Context: an optimization exercise on an open-source flow, tuned for small area, a short achievable clock period and few clock cycles per item. The choices shown serve that exercise and are no tape-out recipe. No activity file was given, so power comes from the tool's default toggle rates.

Setup of TR:
Design execCluster, start of the top module:
module execCluster
(
    input  logic           clk,
    input  logic           rst,
    input  logic           inValid,
    output logic           inReady,
    input  logic [128:0]   inPkt,      
    output logic           outValid,
    input  logic           outReady,
    output logic [136:0]   outPkt      
);
Settings: LEC_CHECK=0, ABC_CLOCK_PERIOD_IN_PS=2000, CAP_MARGIN=20, CORE_MARGIN=2, CORE_UTILIZATION=50, CTS_CLUSTER_DIAMETER=100, CTS_CLUSTER_SIZE=30, PLACE_DENSITY=0.65, SETUP_SLACK_MARGIN=3.3, SLEW_MARGIN=20; clock period 6.5 ns.
standard.sh (not shown) runs the stock make flow with config.mk's settings and CLKGATE_MAP_FILE= SYNTH_SCRIPT=/design/flow/synth_recipe.tcl, a recipe that flattens the netlist after the stock synthesis.
==> flow/flow/run.sh <==
#!/bin/bash
# The standard ORFS layout, with the smallest buffer as the port buffer
# cell (every input and output port still gets its own buffer).
set -euo pipefail
bash standard.sh "BUFFER_PORTS_ARGS=-buffer_cell sky130_fd_sc_hd__buf_1" finish > standard_flow.log 2>&1
Changes in JK relative to TR:
-- flow/design.v --
<<< TR, line 134
    logic [31:0] iIns, iPc, iRs, iRt, iRtRev, iB, iX, iA, iSImm, iShPre;
    logic        iIrq, iIsR, iIsBr, iSub, iCi, iEq, iRsZero, iTk, iSelLog, iSelSh;
    logic        iLegal, iSelSum, iNRs, iNJump, iTrap, iWbAlu, iBrSel;
    logic [5:0]  iOp, iFn;
    logic [15:0] iImm, iF;
>>> JK, line 134
    logic [31:0] iIns, iPc, iRs, iRt, iRtRev, iB, iX, iA, iSImm, iShPre;
    logic        iIrq, iIsR, iIsBr, iSub, iCi, iEq, iRsZero, iTk, iSelLog, iSelSh;
    logic [5:0]  iOp, iFn;
    logic [15:0] iImm, iF;
<<< TR, line 181
        endcase
    end
    assign iLegal  = (iOp[5:4] == 2'b00 && iOp[3:0] != 4'hd && iOp[3:0] != 4'he) | (iOp == 6'h23) | (iOp == 6'h2b);
    assign iTrap   = iIrq | ~iLegal;
    assign iSelSum = iIsR ? ~(iSelLog | iSelSh | iFn == 6'h2a || iFn == 6'h2b)
                          : ~(iIsBr | iOp == 6'h0c || iOp == 6'h0a || iOp == 6'h0b);
    assign iNRs    = ~iTrap & iIsR & (iFn == 6'h08 || iFn == 6'h09);          
    assign iNJump  = ~iIrq & (iOp == 6'h02 || iOp == 6'h03);                  
    assign iWbAlu  = ~iTrap & ~(iIsR & iFn == 6'h09) & (iOp != 6'h03) & (iOp != 6'h23);
    assign iBrSel  = iIsBr & iTk & ~iIrq;
    localparam int HD_W = 156;
    logic [HD_W-1:0] hdNext;
    assign hdNext = {iSelSum, iNRs, iNJump, iTrap, iWbAlu, iBrSel, iSelLog, iSelSh, iIsR, iCi, iTk, iF, iRt, iX, iPc, iA, iIrq};
    logic [HD_W-1:0]   hd;
    logic [128:0]      r0, r1;
>>> JK, line 180
        endcase
    end
    localparam int HD_W = 150;
    logic [HD_W-1:0] hdNext;
    assign hdNext = {iSelLog, iSelSh, iIsR, iCi, iTk, iF, iRt, iX, iPc, iA, iIrq};
    logic [HD_W-1:0]   hd;
    logic [128:0]      r0, r1;
<<< TR, line 227
        end
    end
    logic        isR, ci, tk, irq, hSelLog, hSelSh, hSelSum, hNRs, hNJump, hTrap, hWbAlu, hBrSel;
    logic [15:0] f;
    logic [31:0] rt, x, pc, rs;
    logic [5:0]  op, fn;
    logic [4:0]  sh;
    assign {hSelSum, hNRs, hNJump, hTrap, hWbAlu, hBrSel, hSelLog, hSelSh, isR, ci, tk, f, rt, x, pc, rs, irq} = hd;     
    assign op = isR ? 6'h00 : f[15:10];
    assign fn = f[5:0];
>>> JK, line 218
        end
    end
    logic        isR, ci, tk, irq, hSelLog, hSelSh;
    logic [15:0] f;
    logic [31:0] rt, x, pc, rs;
    logic [5:0]  op, fn;
    logic [4:0]  sh;
    assign {hSelLog, hSelSh, isR, ci, tk, f, rt, x, pc, rs, irq} = hd;     
    assign op = isR ? 6'h00 : f[15:10];
    assign fn = f[5:0];
<<< TR, line 372
        aluOther    = ({32{hSelLog}} & logicY) | ({32{hSelSh}} & shOut);
        aluOther[0] = aluOther[0] | (selTk & tk);
        alu         = hSelSum ? sum[31:0] : aluOther;
        alu[0]      = alu[0] | (selLtS & ltS) | (selLtU & ltU);
    end
    logic [31:0] wbVal, wbRest;
    always_comb begin
        wbRest   = hWbAlu ? aluOther : wbOther;
        wbVal    = (hWbAlu & hSelSum) ? sum[31:0] : wbRest;
        wbVal[0] = wbVal[0] | (hWbAlu & ((selLtS & ltS) | (selLtU & ltU)));
    end
    logic [31:0] nextPc, nextPcOther;
    logic        brSel;
    assign brSel = hBrSel;
    always_comb begin
        if (irq)                            nextPcOther = 32'h8000_0004;
        else if (hTrap)                     nextPcOther = 32'h8000_0008;
        else if (hNRs)                      nextPcOther = rs;
        else if (hNJump)                    nextPcOther = {pc4[31:28], f[9:0], x[15:0], 2'b00};
        else                                nextPcOther = pc4;
    end
>>> JK, line 363
        aluOther    = ({32{hSelLog}} & logicY) | ({32{hSelSh}} & shOut);
        aluOther[0] = aluOther[0] | (selTk & tk);
        alu         = selSum ? sum[31:0] : aluOther;
        alu[0]      = alu[0] | (selLtS & ltS) | (selLtU & ltU);
    end
    logic [31:0] wbVal, wbRest;
    always_comb begin
        wbRest   = wbAlu ? aluOther : wbOther;
        wbVal    = (wbAlu & selSum) ? sum[31:0] : wbRest;
        wbVal[0] = wbVal[0] | (wbAlu & ((selLtS & ltS) | (selLtU & ltU)));
    end
    logic [31:0] nextPc, nextPcOther;
    logic        brSel;
    assign brSel = isBr & tk & ~irq;
    always_comb begin
        if (irq)                            nextPcOther = 32'h8000_0004;
        else if (!legal)                    nextPcOther = 32'h8000_0008;
        else if (isR && (fnJr | fnJalr))    nextPcOther = rs;
        else if (isJ | isJal)               nextPcOther = {pc4[31:28], f[9:0], x[15:0], 2'b00};
        else                                nextPcOther = pc4;
    end
Findings:
- For power, JK and TR come out practically identical.
- The die of JK is smaller than the one used in TR.
- Diff TR -> JK: portion of total power attributed to the clock network fell 0.8 points, area fraction in and, or, nand and nor cells after synthesis fell 0.47 points, placed cell area fell 1.5%.
- Critical path depth up 3 in JK wrt TR
No functional check of the RTL was part of any run of this note.

## separate check: timing with driven ports
The flow's constraints put no driver on any port. The routed layouts listed below were extracted and timed again, unchanged, in two steps. Step 1, drivers: a clkbuf_16 drives clk and a buf_2 each remaining input, both assumed. Step 2 adds t to the input delays and takes it off the output delays; t is the mean of the earliest and latest rising clock arrival at the registers after step 1. Input paths then give back, and output paths get back, about the clock's delay inside the block. Slacks: ideal / step 1 / step 2; pairs: ideal / step 1.
| run | t, ns | setup slack, ns | hold WS [ns] | cell pins on the clock port's net |
|---|---|---|---|---|
| TR | 0.676 | 3.254 / 3.254 / 3.147 | 0.432 / 0.432 / 0.432 | 1 |
| JK | 0.679 | 2.996 / 2.996 / 2.996 | 0.431 / 0.431 / 0.431 | 1 |
After both steps every run listed still meets setup and hold. The setup slack of TR, which loses most, moves by 0.000 ns with the drivers and by -0.107 ns with both steps.
